What follows belongs to an exercise in optimizing a design on an open flow for small area; a production flow would make more cautious choices.
The RTL was checked by simulation tests, not by an equivalence proof against the original design.
The clock port is modelled as an ideal driver; clocking choices that lean on that would not hold on a real chip.
Power and IR drop assume default switching activity.

==> module video_output, before the edit <==
module video_output (
   input  wire logic                clock_65mhz,
   input  wire logic                reset,
   input  wire logic [1:0]          mode,
   input  wire raster_pkg::hcount_t hcount,
   input  wire logic [2:0]          class_q,
   input  wire logic                border_q,
   input  wire logic [2:0]          bars_q,
   input  wire logic                vsync_q,
   output logic [7:0]               vga_red,
   output logic [7:0]               vga_green,
   output logic [7:0]               vga_blue,
   output logic                     vga_hsync,
   output logic                     vga_vsync,
   output logic                     vga_blank_b
);
   logic       pick_border;
   logic       pick_bars;
   logic [2:0] pick_bits;
   logic       pick_border_q;
   logic       pick_bars_q;
   logic [2:0] pick_bits_q;
   logic       hsync_q;
   logic       vsync_o;
   logic       blank_b_q;
   logic [7:0] game_cols;
   logic [7:0] cols;
   assign pick_border = (mode == 2'd1);
   assign pick_bars   = (mode == 2'd2);
   assign pick_bits   = pick_bars ? bars_q : (pick_border ? {2'b00, border_q} : class_q);
   always_ff @(posedge clock_65mhz) begin
      if (reset) begin
         pick_border_q <= 1'b0;
         pick_bars_q   <= 1'b0;
         pick_bits_q   <= '0;
         hsync_q       <= 1'b1;
         vsync_o       <= 1'b1;
         blank_b_q     <= 1'b0;
      end else begin
         pick_border_q <= pick_border;
         pick_bars_q   <= pick_bars;
         pick_bits_q   <= pick_bits;
         hsync_q       <= !(hcount > 1048 && hcount <= 1184);
         vsync_o       <= vsync_q;
         blank_b_q     <= (class_q != 3'd7);
      end
   end
   always_comb begin
      case (pick_bits_q)
         3'd1:    game_cols = 8'b10_1010_10;    
         3'd2:    game_cols = 8'b11_1111_11;    
         3'd3:    game_cols = 8'b01_0101_11;    
         3'd4:    game_cols = 8'b00_1101_00;    
         3'd5:    game_cols = 8'b11_1111_00;    
         3'd6:    game_cols = 8'b11_0100_00;    
         default: game_cols = 8'b00_0000_00;    
      endcase
      if (pick_border_q)
         cols = {8{pick_bits_q[0]}};
      else if (pick_bars_q)
         cols = {{2{pick_bits_q[2]}}, {4{pick_bits_q[1]}}, {2{pick_bits_q[0]}}};
      else
         cols = game_cols;
   end
   assign vga_red     = {4{cols[7], cols[6]}};
   assign vga_green   = {cols[5], cols[4], cols[3], cols[2],
                         cols[5], cols[4], cols[3], cols[4]};
   assign vga_blue    = {4{cols[1], cols[0]}};
   assign vga_hsync   = hsync_q;
   assign vga_vsync   = vsync_o;
   assign vga_blank_b = blank_b_q;
endmodule
==> flow/config.mk <==
export PLATFORM = sky130hd
export DESIGN_NAME = rhythm_video_top
export DESIGN_NICKNAME = rhythm_video_top
export VERILOG_FILES = /design/flow/design.v
export SDC_FILE = /design/flow/constraint.sdc
export NUM_CORES = 4
export LEC_CHECK = 0
export CAP_MARGIN = 5
export CORE_MARGIN = 2
export CORE_UTILIZATION = 70
export CTS_BUF_LIST = sky130_fd_sc_hd__clkbuf_8
export SLEW_MARGIN = 5
==> flow/constraint.sdc <==
create_clock -name core_clock -period 15.0 [get_ports {clock_65mhz}]
set_input_delay 3.0000 -clock core_clock [delete_from_list [all_inputs] [get_ports {clock_65mhz}]]
set_output_delay 3.0000 -clock core_clock [all_outputs]
set_load 0.01 [all_outputs]
standard.sh (not shown) runs the stock make flow with config.mk's settings and CLKGATE_MAP_FILE= SYNTH_SCRIPT=/design/flow/synth_recipe.tcl, a recipe that flattens the netlist after the stock synthesis.
==> flow/flow/run.sh <==
#!/bin/bash
# The standard layout (standard.sh), with these changes:
# - synthesis maps with an area-oriented ABC script (abc_area_map.script)
#   in place of ORFS's speed script; everything else in synthesis is as
#   standard (same scripts, copied so the one file can be replaced)
# - the port buffers are the smallest buffer cell
# - clock tree synthesis with clkbuf_8 only and without dummy loads; then
#   each clock buffer whose clock pins keep a low slew with clkbuf_4 gets
#   clkbuf_4 (clock_leaf_downsize.tcl)
set -euo pipefail
W=$(pwd)
rm -rf "$W/orfs_scripts"
cp -r "$FLOW_HOME/scripts" "$W/orfs_scripts"
cp "$W/flow/abc_area_map.script" "$W/orfs_scripts/abc_speed.script"
export SCRIPTS_DIR="$W/orfs_scripts"
export BUFFER_PORTS_ARGS="-buffer_cell sky130_fd_sc_hd__buf_1"
export POST_CTS_TCL="$W/flow/clock_leaf_downsize.tcl"
export CTS_ARGS="-sink_clustering_enable -repair_clock_nets -buf_list sky130_fd_sc_hd__clkbuf_8 -dont_use_dummy_load"
bash standard.sh > "$W/standard_make.log" 2>&1
Other scripts of this flow, unchanged in this note and not shown: flow/flow/abc_area_map.script, flow/flow/clock_leaf_downsize.tcl
Edit:
--- a/flow/design.v
+++ b/flow/design.v
@@ -239,33 +239,30 @@
    output logic                     vga_vsync,
    output logic                     vga_blank_b
 );
    logic       pick_border;
    logic       pick_bars;
    logic [2:0] pick_bits;
-   logic       pick_border_q;
    logic       pick_bars_q;
    logic [2:0] pick_bits_q;
    logic       hsync_q;
    logic       vsync_o;
    logic       blank_b_q;
    logic [7:0] game_cols;
    logic [7:0] cols;
    assign pick_border = (mode == 2'd1);
    assign pick_bars   = (mode == 2'd2);
-   assign pick_bits   = pick_bars ? bars_q : (pick_border ? {2'b00, border_q} : class_q);
+   assign pick_bits   = pick_bars ? bars_q : (pick_border ? {1'b0, border_q, 1'b0} : class_q);
    always_ff @(posedge clock_65mhz) begin
       if (reset) begin
-         pick_border_q <= 1'b0;
          pick_bars_q   <= 1'b0;
          pick_bits_q   <= '0;
          hsync_q       <= 1'b1;
          vsync_o       <= 1'b1;
          blank_b_q     <= 1'b0;
       end else begin
-         pick_border_q <= pick_border;
          pick_bars_q   <= pick_bars;
          pick_bits_q   <= pick_bits;
          hsync_q       <= !(hcount > 1048 && hcount <= 1184);
          vsync_o       <= vsync_q;
          blank_b_q     <= (class_q != 3'd7);
       end
@@ -277,15 +274,13 @@
          3'd3:    game_cols = 8'b01_0101_11;    
          3'd4:    game_cols = 8'b00_1101_00;    
          3'd5:    game_cols = 8'b11_1111_00;    
          3'd6:    game_cols = 8'b11_0100_00;    
          default: game_cols = 8'b00_0000_00;    
       endcase
-      if (pick_border_q)
-         cols = {8{pick_bits_q[0]}};
-      else if (pick_bars_q)
+      if (pick_bars_q)
          cols = {{2{pick_bits_q[2]}}, {4{pick_bits_q[1]}}, {2{pick_bits_q[0]}}};
       else
          cols = game_cols;
    end
    assign vga_red     = {4{cols[7], cols[6]}};
    assign vga_green   = {cols[5], cols[4], cols[3], cols[2],
What happened: The new run produced a clean layout. Design area drops by 1.2%. Wire length stays flat. Global-route usage rises by 0.92 points. Worst setup slack is better by 0.68 ns. Register-to-register slack gains 0.68 ns. First-iteration DRC count went down by 0.72%. Clock skew shrinks by 0.0058 ns. Total power went down by 0.46%. Critical path depth does not change. Non-clock buffer count came out higher by 1. Synthesized area is lower by 1.5%. Count of clock-buffer cells in the layout stays the same. Core utilization decreases by 0.25 points.

-- port drivers added, routing unchanged --
In the flow no input, the clock included, has a driving cell. The finished layouts below were timed again as built, in two steps. Step 1 assumes that a clkbuf_16 drives the clock port and a buf_2 every other input. Step 2 also shifts input and output timing later by t, the mid clock arrival at the registers, as if the neighbouring blocks saw the same clock. Slacks: no drivers / after step 1 / after step 2; pairs: no drivers / after step 1.
| run | t, ns | setup WS [ns] | latest minus earliest clock arrival (ns) | worst register clock-pin slew, ns | worst data-port slew with drivers (ns) |
|---|---|---|---|---|---|
| the first run | 0.479 | 8.173 / 8.173 / 8.173 | 0.035 / 0.036 | 0.11 / 0.11 | 0.05 |
| the second run | 0.485 | 8.849 / 8.849 / 8.849 | 0.030 / 0.029 | 0.10 / 0.10 | 0.04 |
After both steps setup and hold are still met in every run listed.
